This design comes from an exercise in tuning for small area and a short achievable clock period on the open sky130 flow, not from production work.
The RTL was checked by simulation tests, not by an equivalence proof against the original design.

$ cat flow/constraint.sdc
create_clock -name core_clock -period 8.5 [get_ports {clk}]
set_input_delay 1.7000 -clock core_clock [delete_from_list [all_inputs] [get_ports {clk}]]
set_output_delay 1.7000 -clock core_clock [all_outputs]
set_load 0.01 [all_outputs]
$ cat flow/design.v
module fp_mul_pipe #(
  parameter int          LATENCY = 3,
  parameter logic [31:0] QNAN    = 32'h7FC0_0000
) (
  input  logic        clk,
  input  logic        rst_n,
  input  logic        in_valid,
  input  logic [3:0]  r_mode,
  input  logic [31:0] fp_X,
  input  logic [31:0] fp_Y,
  output logic        out_valid,
  output logic [31:0] fp_Z,
  output logic        ovrf,
  output logic        udrf
);
  localparam logic [3:0] RM_RTZ = 4'd1;
  localparam logic [3:0] RM_RDN = 4'd2;
  localparam logic [3:0] RM_RUP = 4'd3;
  localparam logic [3:0] RM_RMM = 4'd4;
  logic [LATENCY:0] vld_q;
  logic [31:0] x0_q, y0_q;
  logic [3:0]  rm0_q;
  logic        sign1_d, spec1_d;
  logic [31:0] specz1_d;
  logic [9:0]  exp1_d;
  logic        x_zero, y_zero, x_inf, y_inf, x_nan, y_nan;
  logic        sign1_q, spec1_q;
  logic [31:0] specz1_q;
  logic [9:0]  exp1_q;
  logic [23:0] mx1_q, my1_q;
  logic [3:0]  rm1_q;
  logic [47:0] prod2_d, prod2_q;
  logic        sign2_q, spec2_q;
  logic [31:0] specz2_q;
  logic [9:0]  exp2_q;
  logic [3:0]  rm2_q;
  logic [23:0] mant_n;
  logic        guard, sticky, inc;
  logic [9:0]  exp_n, exp_f;
  logic [24:0] mant_r;
  logic [22:0] frac;
  logic        ovf, udf;
  logic [30:0] ovf_mag;
  logic [31:0] z_d, z_q;
  logic        ovrf_d, udrf_d, ovrf_q, udrf_q;
  always_comb begin
    x_zero   = (x0_q[30:23] == 8'h00);
    y_zero   = (y0_q[30:23] == 8'h00);
    x_inf    = (x0_q[30:23] == 8'hFF) && (x0_q[22:0] == 23'd0);
    y_inf    = (y0_q[30:23] == 8'hFF) && (y0_q[22:0] == 23'd0);
    x_nan    = (x0_q[30:23] == 8'hFF) && (x0_q[22:0] != 23'd0);
    y_nan    = (y0_q[30:23] == 8'hFF) && (y0_q[22:0] != 23'd0);
    sign1_d  = x0_q[31] ^ y0_q[31];
    exp1_d   = {2'b00, x0_q[30:23]} + {2'b00, y0_q[30:23]} - 10'd127;
    spec1_d  = 1'b0;
    specz1_d = 32'd0;
    if (x_nan || y_nan || (x_inf && y_zero) || (y_inf && x_zero)) begin
      spec1_d  = 1'b1;
      specz1_d = QNAN;
    end else if (x_inf || y_inf) begin
      spec1_d  = 1'b1;
      specz1_d = {sign1_d, 8'hFF, 23'd0};
    end else if (x_zero || y_zero) begin
      spec1_d  = 1'b1;
      specz1_d = {sign1_d, 31'd0};
    end
  end
  assign prod2_d = {24'd0, mx1_q} * {24'd0, my1_q};
  always_comb begin
    if (prod2_q[47]) begin
      mant_n = prod2_q[47:24];
      guard  = prod2_q[23];
      sticky = |prod2_q[22:0];
      exp_n  = exp2_q + 10'd1;
    end else begin
      mant_n = prod2_q[46:23];
      guard  = prod2_q[22];
      sticky = |prod2_q[21:0];
      exp_n  = exp2_q;
    end
    case (rm2_q)
      RM_RTZ:  inc = 1'b0;
      RM_RDN:  inc = (guard | sticky) & sign2_q;
      RM_RUP:  inc = (guard | sticky) & ~sign2_q;
      RM_RMM:  inc = guard;
      default: inc = guard & (sticky | mant_n[0]);
    endcase
    mant_r = {1'b0, mant_n} + {24'd0, inc};
    frac   = mant_r[24] ? mant_r[23:1] : mant_r[22:0];
    exp_f  = exp_n + {9'd0, mant_r[24]};
    ovf    = !spec2_q && ($signed(exp_f) >= 10'sd255);
    udf    = !spec2_q && ($signed(exp_f) <= 10'sd0);
    case (rm2_q)
      RM_RTZ:  ovf_mag = 31'h7F7F_FFFF;
      RM_RUP:  ovf_mag = sign2_q ? 31'h7F7F_FFFF : 31'h7F80_0000;
      RM_RDN:  ovf_mag = sign2_q ? 31'h7F80_0000 : 31'h7F7F_FFFF;
      default: ovf_mag = 31'h7F80_0000;
    endcase
    ovrf_d = ovf;
    udrf_d = udf;
    if (spec2_q)  z_d = specz2_q;
    else if (ovf) z_d = {sign2_q, ovf_mag};
    else if (udf) z_d = {sign2_q, 31'd0};
    else          z_d = {sign2_q, exp_f[7:0], frac};
  end
  always_ff @(posedge clk or negedge rst_n) begin
    if (!rst_n) begin
      vld_q    <= '0;
      x0_q     <= '0;
      y0_q     <= '0;
      rm0_q    <= '0;
      sign1_q  <= 1'b0;
      spec1_q  <= 1'b0;
      specz1_q <= '0;
      exp1_q   <= '0;
      mx1_q    <= '0;
      my1_q    <= '0;
      rm1_q    <= '0;
      prod2_q  <= '0;
      sign2_q  <= 1'b0;
      spec2_q  <= 1'b0;
      specz2_q <= '0;
      exp2_q   <= '0;
      rm2_q    <= '0;
      z_q      <= '0;
      ovrf_q   <= 1'b0;
      udrf_q   <= 1'b0;
    end else begin
      vld_q <= {vld_q[LATENCY-1:0], in_valid};
      if (in_valid) begin
        x0_q  <= fp_X;
        y0_q  <= fp_Y;
        rm0_q <= r_mode;
      end
      if (vld_q[0]) begin
        sign1_q  <= sign1_d;
        spec1_q  <= spec1_d;
        specz1_q <= specz1_d;
        exp1_q   <= exp1_d;
        mx1_q    <= {1'b1, x0_q[22:0]};
        my1_q    <= {1'b1, y0_q[22:0]};
        rm1_q    <= rm0_q;
      end
      if (vld_q[1]) begin
        prod2_q  <= prod2_d;
        sign2_q  <= sign1_q;
        spec2_q  <= spec1_q;
        specz2_q <= specz1_q;
        exp2_q   <= exp1_q;
        rm2_q    <= rm1_q;
      end
      if (vld_q[2]) begin
        z_q    <= z_d;
        ovrf_q <= ovrf_d;
        udrf_q <= udrf_d;
      end
    end
  end
  assign out_valid = vld_q[LATENCY];
  assign fp_Z      = z_q;
  assign ovrf      = ovrf_q;
  assign udrf      = udrf_q;
endmodule
$ cat flow/config.mk
export PLATFORM = sky130hd
export DESIGN_NAME = fp_mul_pipe
export DESIGN_NICKNAME = fp_mul_pipe
export VERILOG_FILES = /design/flow/design.v
export SDC_FILE = /design/flow/constraint.sdc
export NUM_CORES = 4
export LEC_CHECK = 0
export CAP_MARGIN = 20
export CORE_MARGIN = 2
export CORE_UTILIZATION = 40
export SLEW_MARGIN = 20
$ cat flow/run.sh
#!/bin/bash
# synth_recipe.tcl (not shown) runs the flow's synth.tcl, then flattens the netlist and writes it again
# the make line also repeats each setting of config.mk as NAME=value (left out here)
make -C /OpenROAD-flow-scripts/flow DESIGN_CONFIG=/design/flow/config.mk WORK_HOME=/design/flow/orfs CLKGATE_MAP_FILE= SYNTH_SCRIPT=/design/flow/synth_recipe.tcl finish
==> out/qor.json <==
{
  "floorplanning": {
    "fp.dieW_um": 280,
    "core_area_um2": 75700,
    "rows": 101,
    "die-height_um": 280,
    "io-pin-count": 106,
    "design.die.area_um2": 78400,
    "start_util_pct": 40.2
  },
  "logic_synthesis": {
    "post-synth-top-area-cell": "fa_1",
    "yosysTopAreaCellShare_pct": 31.7,
    "synth_cells": 3141,
    "ys_warn_count": 1,
    "yosys_most_used_dff": "dfrtp_1",
    "synthTopCellsByArea": "fa_1 (32%), dfrtp_1 (20%), ha_1 (8.0%)",
    "count_of_state_elements_after_synthesis": 239,
    "synth_seq_area_share_pct": 19.6,
    "synth-edff-count": 0,
    "synth.net_count": 3889,
    "synth_async_sr_flop_share_pct": 100,
    "syn_avg_cell_area_um2": 9.70,
    "netlist_area_um2": 30500,
    "synth.lib_cells_used.distinct": 72
  },
  "clock_network": {
    "cts_max_path_buffers": 3,
    "cts.root.buffer_cell": "clkbuf_16",
    "holdBufCountCts": 0,
    "cts_num_sinks": 239,
    "cts_h_tree_lvls": 1,
    "clkTransAtPathRegs_ns": 0.06,
    "tritoncts_clock_tree": "yes",
    "clkLatencyLatePin_ns": 0.60,
    "post_cts.resized_instances": 0,
    "cts_made_buffers": 29,
    "cts_post_setup_buffers_inserted": 0
  },
  "final_layout": {
    "post_route_cells_drive_above_1_share_pct": 9.99,
    "fillers": 7309,
    "number_of_nets_in_the_finished_design": 3911,
    "antenna_diode_count": 0,
    "synthToLayoutAreaGrowth_pct": 10.0,
    "most-common-layout-cells": "inv_1 (583), fa_1 (483), nand2_1 (369)",
    "mostFrequentLayoutCell": "inv_1",
    "utilization_pct": 44.3
  },
  "setup_path": {
    "crit_path_start_kind": "flip-flop",
    "critical_path_peak_fanout": 25,
    "crit_path_end_kind": "flip-flop",
    "ff2ff_setup_slack_ns": 0.51,
    "timing.critical_path.required_ns": 8.97,
    "timing_worst_setup_path_type": "reg -> reg",
    "reg2reg_depth": 23,
    "worst_ep_arrival_time_ns": 8.46
  },
  "routing": {
    "drt_wl_total_mm": 78.6,
    "drt_iter0_markers": 1177,
    "antenna_left": 0,
    "detail_route.wl_per_cell_um": 18.9,
    "viasPerCell": 5.16,
    "drcViolationCount": 0,
    "dr_total_vias": 21500,
    "detail_route.first_pass.iterations": 6
  },
  "grt": {
    "grt_remaining_overflow": 0,
    "initial_antenna_violation_count": 8,
    "wire_length_of_the_first_global_routing_pass_mm": 130,
    "grt_use_total_pct": 21.2,
    "grt_start_max_net_pins": 102,
    "grt_pass1_vias": 23700
  },
  "timing": {
    "setup_tns_ns": 0,
    "skew_ns": 0.0254,
    "unrepaired_setup_endpoints_after_global_routing": "no",
    "post-route-period-util_pct": 94.1,
    "timing_hold_violations_final": 0,
    "layout_min_cycle_time_ns": 7.99,
    "max_slew.worst_pin.slew_ns": 1.11,
    "fmax_achieved_mhz": 125,
    "timing.hold.ws_ns": 0.478,
    "layout_setup_ws_ns": 0.506,
    "slew-limit-headroom_pct": 25.8,
    "setup_viol_count_final": 0,
    "slew_violations": 0
  },
  "placed_design": {
    "port_buffer_count": 105,
    "gp_congestion": 0.882,
    "dp_worst_setup_slack_ns": 0.678,
    "place_hpwl_mm": 62.2
  },
  "min_path": {
    "holdPathStages": 1,
    "hold_path_class": "reg -> reg"
  },
  "flow_run": {
    "max_capacitance_violation_total": 0
  },
  "status": {
    "run_status": "complete, no violations"
  }
}
==> final timing paths <==
kind / start / endpoint
worst max-delay path: my1_q[9]$_DFFE_PN0P_ / prod2_q[44]$_DFFE_PN0P_
worst min-delay path: z_q[29]$_DFFE_PN0P_ / z_q[29]$_DFFE_PN0P_
worst max register to register: my1_q[9]$_DFFE_PN0P_ / prod2_q[44]$_DFFE_PN0P_
worst min register to register: z_q[29]$_DFFE_PN0P_ / z_q[29]$_DFFE_PN0P_
max in group asynchronous: rst_n / prod2_q[47]$_DFFE_PN0P_
min in group asynchronous: rst_n / exp2_q[8]$_DFFE_PN0P_
==> stage by stage <==
step,instances,area (um2)
final,4161,33500
after global routing,4161,33500
after CTS,4161,33500
after detailed placement,4110,32500
after global placement,4110,32500
after floorplan,3141,30500
==> Yosys cell counts (21+ instances only) <==
| library cell | instances |
|---|---|
| a21oi_1 | 81 |
| and2_1 | 305 |
| clkbuf_1 | 146 |
| dfrtp_1 | 239 |
| fa_1 | 483 |
| ha_1 | 194 |
| inv_1 | 583 |
| mux2_2 | 182 |
| nand2_1 | 369 |
| nand3_1 | 35 |
| nand4_1 | 21 |
| nor2_1 | 75 |
| nor4_1 | 24 |
| o21ai_0 | 48 |
| xnor2_1 | 64 |
| xor2_1 | 30 |
==> cells by family after synthesis <==
kind of cell / after synthesis / synth area share (%)
DFF: 239 / 19.6
and+or+nand+nor: 897 / 14.8
muxes: 200 / 7.32
xor gates and xnor gates: 95 / 2.76
buffers and inverters: 744 / 9.27
AOI/OAI and AO/OA: 289 / 6.54
adders and majority gates: 677 / 39.7
==> layer usage <==
metal	share of wire (%)	global-route usage [%]	vias to the layer above	wire, um
li1	-	-	9838	-
met1	43	27.6	11000	33600
met2	50	36.9	495	39000
met3	4.3	2.32	141	3350
met4	3.4	6.57	2	2680
met5	0.017	0	-	13
==> area by class of cell <==
type / instances / area [um2] / area share, %
Clock inverter: 14 / 228 / 0.679
Sequential cell: 239 / 5980 / 17.9
Tap cell: 978 / 1220 / 3.65
Multi-Input combinational cell: 2158 / 21700 / 64.7
Clock buffer: 37 / 816 / 2.43
Inverter: 583 / 2190 / 6.53
Timing Repair Buffer: 152 / 1410 / 4.20
==> sequential cells by signal, indices dropped and copies added (netlist names), 3 cells and up <==
| signal | flops |
|---|---|
| exp2_q | 10 |
| y0_q | 32 |
| prod2_q | 48 |
| exp1_q | 10 |
| vld_q | 4 |
| mx1_q | 23 |
| rm1_q | 4 |
| z_q | 32 |
| x0_q | 32 |
| my1_q | 24 |
| rm0_q | 4 |
| specz2_q | 3 |
| specz1_q | 3 |
| rm2_q | 4 |
==> worst max-delay path: stages, from the launching register on <==
cell	delay (ns)
dfrtp_1	1.06
nand2_1	0.18
fa_1	0.58
inv_1	0.05
fa_1	0.52
inv_1	0.05
fa_1	0.50
inv_1	0.06
fa_1	0.59
fa_1	0.45
fa_1	0.51
inv_1	0.05
fa_1	0.47
inv_1	0.04
ha_1	0.35
a21oi_1	0.18
o21ai_0	0.14
a211oi_1	0.43
o32ai_1	0.15
a41oi_1	0.61
o31ai_1	0.27
a31oi_1	0.26
xnor2_1	0.08
mux2_2	0.26

==> afterwards: timing with drivers on the ports <==
How much do the figures lean on ideal ports? The routed layout below was timed once more, with nothing changed but the port constraints.
Step 1, drivers: a clkbuf_16 drives clk and a buf_2 each remaining input, both assumed.
Step 2 adds t to the input delays and takes it off the output delays; t is the mean of the earliest and latest rising clock arrival at the registers after step 1. Input paths then give back, and output paths get back, about the clock's delay inside the block.
Slacks: ideal ports / drivers / drivers and shift; pairs: ideal ports / drivers.
shift t [ns]: 0.643
setup WS [ns]: 0.506 / 0.506 / 0.506
pins driven straight from the clock port: 1
After both steps setup and hold are still met in this run. The setup slack of this run moves by 0.000 ns with the drivers and by 0.000 ns with both steps.
